This design comes from an exercise in tuning for small area, a short achievable clock period and few clock cycles on the open sky130 flow, not from production work. In this exercise RTL edits were held to simulation tests only and were not proved equivalent to the original. No activity file was given, so power comes from the tool's default toggle rates.

==> run.sh <==
#!/bin/bash
# synth_recipe.tcl (not shown) runs the flow's synth.tcl, then flattens the netlist and writes it again
# the make line also repeats each setting of config.mk as NAME=value (left out here)
make -C /OpenROAD-flow-scripts/flow DESIGN_CONFIG=/design/flow/config.mk WORK_HOME=/design/flow/orfs CLKGATE_MAP_FILE= SYNTH_SCRIPT=/design/flow/synth_recipe.tcl finish
==> config.mk <==
export PLATFORM = sky130hd
export DESIGN_NAME = infix_expression_evaluator_unit
export DESIGN_NICKNAME = infix_expression_evaluator_unit
export VERILOG_FILES = /design/flow/design.v
export SDC_FILE = /design/flow/constraint.sdc
export NUM_CORES = 4
export LEC_CHECK = 0
export CAP_MARGIN = 20
export CORE_MARGIN = 2
export CORE_UTILIZATION = 40
export SLEW_MARGIN = 20
==> design.v <==
package iee_pkg;
   localparam int unsigned DATA_W   = 32;
   localparam int unsigned DIV_CNT_W = $clog2(DATA_W);
   localparam logic [7:0] CH_NEWLINE = 8'd10;
   localparam logic [7:0] CH_SPACE   = 8'd32;
   localparam logic [7:0] CH_STAR    = 8'd42;
   localparam logic [7:0] CH_PLUS    = 8'd43;
   localparam logic [7:0] CH_MINUS   = 8'd45;
   localparam logic [7:0] CH_SLASH   = 8'd47;
   localparam logic [7:0] CH_ZERO    = 8'd48;
   localparam logic [7:0] CH_NINE    = 8'd57;
   typedef enum logic [1:0] {
      OP_LOAD = 2'd0,
      OP_MUL  = 2'd1,
      OP_DIV  = 2'd2
   } term_op_type;
   typedef enum logic [1:0] {
      ST_OK      = 2'd0,
      ST_INVALID = 2'd1,
      ST_DIVZERO = 2'd2
   } status_type;
   typedef enum logic [2:0] {
      CC_DIGIT,
      CC_SPACE,
      CC_ADDSUB,
      CC_MULDIV,
      CC_NEWLINE,
      CC_INVALID
   } char_class_type;
   typedef enum logic [1:0] {
      CK_SUM,
      CK_TERM,
      CK_END
   } close_kind_type;
   typedef enum logic [2:0] {
      S_IDLE,
      S_DECODE,
      S_CLOSE,
      S_DIVIDE,
      S_APPLY
   } state_type;
   function automatic logic [2:0] classify(input logic [7:0] c);
      logic [2:0] cls;
      if (c >= CH_ZERO && c <= CH_NINE) cls = CC_DIGIT;
      else if (c == CH_SPACE) cls = CC_SPACE;
      else if (c == CH_PLUS || c == CH_MINUS) cls = CC_ADDSUB;
      else if (c == CH_STAR || c == CH_SLASH) cls = CC_MULDIV;
      else if (c == CH_NEWLINE) cls = CC_NEWLINE;
      else cls = CC_INVALID;
      classify = cls;
   endfunction
endpackage
import iee_pkg::*;
module iee_divider (
   input  logic                         clock,
   input  logic                         reset,
   input  logic                         start,
   input  logic [iee_pkg::DATA_W-1:0]   dividend,
   input  logic [iee_pkg::DATA_W-1:0]   divisor,
   output logic                         done,
   output logic [iee_pkg::DATA_W-1:0]   quotient
);
   logic                 busy_ff, busy_in;
   logic                 done_ff, done_in;
   logic [DIV_CNT_W-1:0] cnt_ff, cnt_in;
   logic                 neg_ff, neg_in;
   logic [DATA_W-1:0]    rem_ff, rem_in;
   logic [DATA_W-1:0]    quo_ff, quo_in;
   logic [DATA_W-1:0]    div_ff, div_in;
   logic [DATA_W:0]      diff;
   assign diff = {rem_ff, quo_ff[DATA_W-1]} - {1'b0, div_ff};
   always_comb begin
      busy_in = busy_ff;
      done_in = 1'b0;
      cnt_in  = cnt_ff;
      neg_in  = neg_ff;
      rem_in  = rem_ff;
      quo_in  = quo_ff;
      div_in  = div_ff;
      if (start) begin
         busy_in = 1'b1;
         cnt_in  = '0;
         neg_in  = dividend[DATA_W-1] ^ divisor[DATA_W-1];
         rem_in  = '0;
         quo_in  = dividend[DATA_W-1] ? (~dividend + 1'b1) : dividend;
         div_in  = divisor[DATA_W-1] ? (~divisor + 1'b1) : divisor;
      end else if (busy_ff) begin
         rem_in = diff[DATA_W] ? {rem_ff[DATA_W-2:0], quo_ff[DATA_W-1]} : diff[DATA_W-1:0];
         quo_in = {quo_ff[DATA_W-2:0], ~diff[DATA_W]};
         cnt_in = cnt_ff + 1'b1;
         if (cnt_ff == '1) begin
            busy_in = 1'b0;
            done_in = 1'b1;
         end
      end
   end
   always_ff @(posedge clock) begin
      if (reset) begin
         busy_ff <= 1'b0;
         done_ff <= 1'b0;
      end else begin
         busy_ff <= busy_in;
         done_ff <= done_in;
      end
      cnt_ff <= cnt_in;
      neg_ff <= neg_in;
      rem_ff <= rem_in;
      quo_ff <= quo_in;
      div_ff <= div_in;
   end
   assign done     = done_ff;
   assign quotient = neg_ff ? (~quo_ff + 1'b1) : quo_ff;
endmodule
import iee_pkg::*;
module infix_expression_evaluator_unit (
   input  logic                        clock,
   input  logic                        reset,
   input  logic                        req_tvalid,
   output logic                        req_tready,
   input  logic [7:0]                  req_tdata,   
   input  logic                        req_tlast,   
   output logic                        rsp_tvalid,
   input  logic                        rsp_tready,
   output logic signed [31:0]          rsp_tdata,   
   output logic [1:0]                  rsp_tuser    
);
   iee_pkg::state_type         state_ff, state_in;
   iee_pkg::close_kind_type    kind_ff, kind_in;
   logic [7:0]        char_ff, char_in;
   logic              end_ff, end_in;
   logic [DATA_W-1:0] sum_ff, sum_in;
   logic [DATA_W-1:0] term_ff, term_in;
   logic [DATA_W-1:0] num_ff, num_in;
   iee_pkg::term_op_type       op_ff, op_in;
   logic              sign_ff, sign_in;
   iee_pkg::status_type        err_ff, err_in;
   logic [DATA_W-1:0] factor_ff, factor_in;
   logic              rsp_valid_ff, rsp_valid_in;
   logic [DATA_W-1:0] rsp_value_ff, rsp_value_in;
   iee_pkg::status_type        rsp_status_ff, rsp_status_in;
   logic [2:0]        cls;
   logic              out_free;
   logic              div_start;
   logic              div_done;
   logic [DATA_W-1:0] div_quotient;
   logic [DATA_W-1:0] product;
   logic [DATA_W-1:0] total;
   logic [7:0]        digit;
   assign cls      = iee_pkg::classify(char_ff);
   assign out_free = !rsp_valid_ff || rsp_tready;
   assign product  = term_ff * num_ff;
   assign total    = sign_ff ? (sum_ff - factor_ff) : (sum_ff + factor_ff);
   assign digit    = char_ff - CH_ZERO;
   iee_divider u_div (
      .clock    (clock),
      .reset    (reset),
      .start    (div_start),
      .dividend (term_ff),
      .divisor  (num_ff),
      .done     (div_done),
      .quotient (div_quotient)
   );
   always_comb begin
      state_in = state_ff;
      unique case (state_ff)
         S_IDLE: begin
            if (req_tvalid) state_in = S_DECODE;
         end
         S_DECODE: begin
            if (cls == CC_ADDSUB || cls == CC_MULDIV || end_ff) state_in = S_CLOSE;
            else state_in = S_IDLE;
         end
         S_CLOSE: begin
            if (op_ff == OP_DIV && num_ff != '0) state_in = S_DIVIDE;
            else state_in = S_APPLY;
         end
         S_DIVIDE: begin
            if (div_done) state_in = S_APPLY;
         end
         S_APPLY: begin
            if (kind_ff == CK_END) begin
               if (out_free) state_in = S_IDLE;
            end else begin
               state_in = end_ff ? S_CLOSE : S_IDLE;
            end
         end
         default: state_in = S_IDLE;
      endcase
   end
   always_comb begin
      req_tready = 1'b0;
      div_start  = 1'b0;
      unique case (state_ff)
         S_IDLE:  req_tready = 1'b1;
         S_CLOSE: div_start  = (op_ff == OP_DIV) && (num_ff != '0);
         default: ;
      endcase
   end
   always_comb begin
      kind_in       = kind_ff;
      char_in       = char_ff;
      end_in        = end_ff;
      sum_in        = sum_ff;
      term_in       = term_ff;
      num_in        = num_ff;
      op_in         = op_ff;
      sign_in       = sign_ff;
      err_in        = err_ff;
      factor_in     = factor_ff;
      rsp_valid_in  = rsp_valid_ff && !rsp_tready;
      rsp_value_in  = rsp_value_ff;
      rsp_status_in = rsp_status_ff;
      unique case (state_ff)
         S_IDLE: begin
            char_in = req_tdata;
            end_in  = req_tlast || (req_tdata == CH_NEWLINE);
         end
         S_DECODE: begin
            unique case (cls)
               CC_DIGIT:   num_in = (num_ff << 3) + (num_ff << 1) + {24'd0, digit};
               CC_INVALID: err_in = ST_INVALID;
               default: ;
            endcase
            unique case (cls)
               CC_ADDSUB: kind_in = CK_SUM;
               CC_MULDIV: kind_in = CK_TERM;
               default:   kind_in = CK_END;
            endcase
         end
         S_CLOSE: begin
            unique case (op_ff)
               OP_MUL: factor_in = product;
               OP_DIV: begin
                  factor_in = '0;
                  if (num_ff == '0 && err_ff == ST_OK) err_in = ST_DIVZERO;
               end
               default: factor_in = num_ff;
            endcase
         end
         S_DIVIDE: begin
            if (div_done) factor_in = div_quotient;
         end
         S_APPLY: begin
            unique case (kind_ff)
               CK_SUM: begin
                  sum_in  = total;
                  term_in = '0;
                  op_in   = OP_LOAD;
                  sign_in = (char_ff == CH_MINUS);
                  num_in  = '0;
                  kind_in = CK_END;
               end
               CK_TERM: begin
                  term_in = factor_ff;
                  op_in   = (char_ff == CH_STAR) ? OP_MUL : OP_DIV;
                  num_in  = '0;
                  kind_in = CK_END;
               end
               default: begin
                  if (out_free) begin
                     rsp_valid_in  = 1'b1;
                     rsp_value_in  = (err_ff == ST_OK) ? total : '0;
                     rsp_status_in = err_ff;
                     sum_in        = '0;
                     term_in       = '0;
                     num_in        = '0;
                     op_in         = OP_LOAD;
                     sign_in       = 1'b0;
                     err_in        = ST_OK;
                  end
               end
            endcase
         end
         default: ;
      endcase
   end
   always_ff @(posedge clock) begin
      if (reset) begin
         state_ff     <= S_IDLE;
         kind_ff      <= CK_END;
         end_ff       <= 1'b0;
         sum_ff       <= '0;
         term_ff      <= '0;
         num_ff       <= '0;
         op_ff        <= OP_LOAD;
         sign_ff      <= 1'b0;
         err_ff       <= ST_OK;
         rsp_valid_ff <= 1'b0;
      end else begin
         state_ff     <= state_in;
         kind_ff      <= kind_in;
         end_ff       <= end_in;
         sum_ff       <= sum_in;
         term_ff      <= term_in;
         num_ff       <= num_in;
         op_ff        <= op_in;
         sign_ff      <= sign_in;
         err_ff       <= err_in;
         rsp_valid_ff <= rsp_valid_in;
      end
      char_ff       <= char_in;
      factor_ff     <= factor_in;
      rsp_value_ff  <= rsp_value_in;
      rsp_status_ff <= rsp_status_in;
   end
   assign rsp_tvalid = rsp_valid_ff;
   assign rsp_tdata  = rsp_value_ff;
   assign rsp_tuser  = rsp_status_ff;
endmodule
==> constraint.sdc <==
create_clock -name core_clock -period 9.0 [get_ports {clock}]
set_input_delay 1.8000 -clock core_clock [delete_from_list [all_inputs] [get_ports {clock}]]
set_output_delay 1.8000 -clock core_clock [all_outputs]
set_load 0.01 [all_outputs]
==> run summary <==
-- worst paths after layout --
check                                 from            end  slack (ps)  depth (start not counted)
worst max-delay path             num_ff[5]  factor_ff[28]         720                         23
worst min-delay path            sum_ff[24]     sum_ff[24]         480                          2
worst max register to register   num_ff[5]  factor_ff[28]         720                         23
worst min register to register  sum_ff[24]     sum_ff[24]         480                          2
-- final cells by class --
cell class | instances | area, µm² | area share, %
inverters | 524 | 1970 | 5.25
clock buffers | 46 | 968 | 2.58
repair buffers | 142 | 1200 | 3.19
clock inverters | 20 | 258 | 0.687
multi-input cells | 2860 | 24600 | 65.5
well taps | 1144 | 1430 | 3.82
flip-flops and latches | 286 | 7120 | 19.0
-- power by group --
group | internal [mW] | switching (mW)
sequential | 1.39 | 0.0301
combinational | 0.145 | 0.208
clock | 0.912 | 0.637
total | 2.45 | 0.875
-- worst max-delay path: stages, from the launching register on --
cell	delay (ps)
dfxtp_1	770
buf_4	340
and2_1	180
fa_1	420
fa_1	510
fa_1	530
inv_1	60
fa_1	480
inv_1	60
fa_1	480
fa_1	510
fa_1	490
inv_1	50
fa_1	470
inv_1	40
ha_1	400
nand4_1	260
nand2b_1	230
a31oi_1	380
nor3b_1	130
o41a_1	470
xnor2_1	130
a221oi_1	510
a21oi_1	80
-- cell families after synthesis --
family	Yosys count
XOR/XNOR	276
adder cells (fa/ha/maj)	667
multiplexers	26
AO/OA/AOI/OAI	668
AND/OR/NAND/NOR	1223
buffers and inverters	742
flip-flops	286
-- through the flow --
stage	total power [mW]	hold WS, ps
6_report	3.32	482
5_1_grt	3.44	492
3_3_place_gp	1.79	462
4_1_cts	3.35	482
2_1_floorplan	1.70	445
3_5_place_dp	1.79	468
-- sequential cells by signal, indices dropped and copies added, names as in the netlist --
register,flops
char_ff,8
term_ff,32
u_div.div_ff,32
u_div.neg_ff,1
err_ff,2
u_div.busy_ff,1
rsp_status_ff,2
sum_ff,32
u_div.quo_ff,32
u_div.rem_ff,32
rsp_valid_ff,1
end_ff,1
u_div.cnt_ff,5
sign_ff,1
state_ff,3
op_ff,2
u_div.done_ff,1
rsp_value_ff,32
num_ff,32
factor_ff,32
kind_ff,2
-- layout by cell type, fill, tap and decap left out, types with 47 or more instances in the layout --
| cell | Yosys | layout |
|---|---|---|
| and2_1 | 335 | 334 |
| a22oi_1 | 57 | 57 |
| buf_4 | 0 | 94 |
| inv_1 | 522 | 522 |
| edfxtp_1 | 139 | 139 |
| o21ai_0 | 149 | 149 |
| xnor2_1 | 180 | 179 |
| nor2_1 | 215 | 214 |
| a21oi_1 | 191 | 191 |
| nand3_1 | 61 | 61 |
| dfxtp_1 | 147 | 146 |
| nand2_1 | 393 | 391 |
| fa_1 | 416 | 416 |
| xor2_1 | 95 | 95 |
| ha_1 | 251 | 251 |
| clkdlybuf4s50_1 | 0 | 47 |
| a21o_1 | 49 | 49 |
-- layer usage --
metal / global-route usage (%) / vias up / part of all wire (%)
met5: 0 / - / 0.053
met4: 7.05 / 8 / 3.0
met1: 31.9 / 13500 / 45
met2: 38.2 / 850 / 46
li1: - / 12600 / -
met3: 3.60 / 158 / 6.8
==> flow_summary.ini <==
[setup_path]
cp_max_fo = 13
worstPathRequired_ps = 9280
worstPathArrival_ps = 8570
crit_type = reg -> reg
worstSetupEndpointType = flip-flop
cp-start-kind = flip-flop

[logic_synthesis]
yosysMostFrequentCell = inv_1
synthAdderAreaFrac_pct = 33.3
synthArstFlopShare_pct = 0
synth_compound_area_share_pct = 12.3
synth-seq-area-share_pct = 20.7
synthXorXnorAreaFrac_pct = 7.06
synth_area_um2 = 34400
synth_top_area_share_pct = 24.2
synth_top_family_by_area = adder cells
synth_edf_count = 139
yosys.area_share.simple_pct = 17.7
synth_nets = 4568
synth_commonest_cells = inv_1, fa_1, nand2_1
muxShareOfSynthArea_pct = 0.759
yosysWarnings = 2
syn_inst = 3888
synth-seq-cells = 286
yosys.cell_types.count = 74
yosys.area.top_type = fa_1
synthTopCellsByArea = fa_1, edfxtp_1, ha_1
synth-main-ff-cell = dfxtp_1
synth_area_per_cell_um2 = 8.86

[route]
wire_per_inst_um = 20.3
drtIter0Drc = 1995
wirelength_um = 102000
drt.antenna.violating_nets = 0
drc = 0
vias = 27200
via_per_inst = 5.41
dr.pass1.iters = 7

[power_and_ir_drop]
ir_drop_mv = 0.137
total_leakage_power_nw = 16.9
power.density_nw_per_um2 = 88.6

[finish]
layout.nets = 4530
layout-drive-gt1-share_pct = 4.59
instances_no_fill = 5022
n_antenna_cell = 0
finalCoreUtilization_pct = 44.0
areaGrowthSynthToFinish_pct = 8.88
fill_cells = 8375
finalInstanceArea_um2 = 37500

[sta]
fin_setup_tns_ps = 0
tightest_slew_ps = 1060
setup_viol = 0
fin_crit_ps = 8280
timing.final.crit_share_pct = 92.1
max_slew_margin_pct = 29.4
slew_violations = 0
skew_ps = 24.1
max_freq_mhz = 121
layout_setup_ws_ps = 715
hold_viol_final = 0
rsz0062_at_grt = false

[clock_network]
cts_hold_buf = 0
cts_resized = 0
postCtsSetupBuffers = 0
cts_buffers = 36
cts_tree = yes
cts_max_level = 2
root_buffer = clkbuf_16
clk_pin_slew_worst_paths_ps = 60
insertion_delay_ps = 570
cts_sinks = 286
max-clock-path-buffers = 3

[place]
place_inst = 4956
hpwlAfterDp_um = 79800
routabilityCongestion = 0.967
postPlaceCellArea_um2 = 36300
place_ws_ps = 815
io_buffers = 48

[floorplanning]
die_y_um = 297
rows = 107
die_w_um = 297
fp.dieArea_um2 = 88500
start_util_pct = 40.4
core_um2 = 85300
io_pins = 49

[run_status]
status = no timing/DRC/antenna violations

[global_routing]
grt_pass1_vias = 27900
grt_usage_pct = 23.4
grt_overflow = 0
grt_max_degree = 80
grt_pass1_wl_um = 162000
antenna_found_initial = 5

[min_path]
hold_class = reg -> reg

[flow_run]
maxCapViolations = 0
Testbench counts, summed over its fixed seeds: cycles 110,079.

separate check: timing with driven ports:
In the flow no input, the clock included, has a driving cell. The finished layout below was timed again as built, in two steps. Step 1 sets driving cells, clkbuf_16 on the clock port and buf_2 on the other inputs (assumed; they add their load-dependent delay and slew). Step 2, shift: input delay + t, output delay - t, t = (earliest + latest rising clock arrival at the registers) / 2. This alone moves slack from input paths to output paths. Three values: ideal, step 1, step 2; two values: the first two.
shift t [ns]: 0.625
setup slack, ns: 0.715 / 0.715 / 0.715
worst hold slack (ns): 0.482 / 0.482 / 0.482
worst register clock-pin slew, ns: 0.07 / 0.07
cell pins on the clock port's net: 1
After both steps this run still meets setup and hold. For this run, drivers alone change the setup slack by 0.000 ns; drivers and shift together by 0.000 ns.
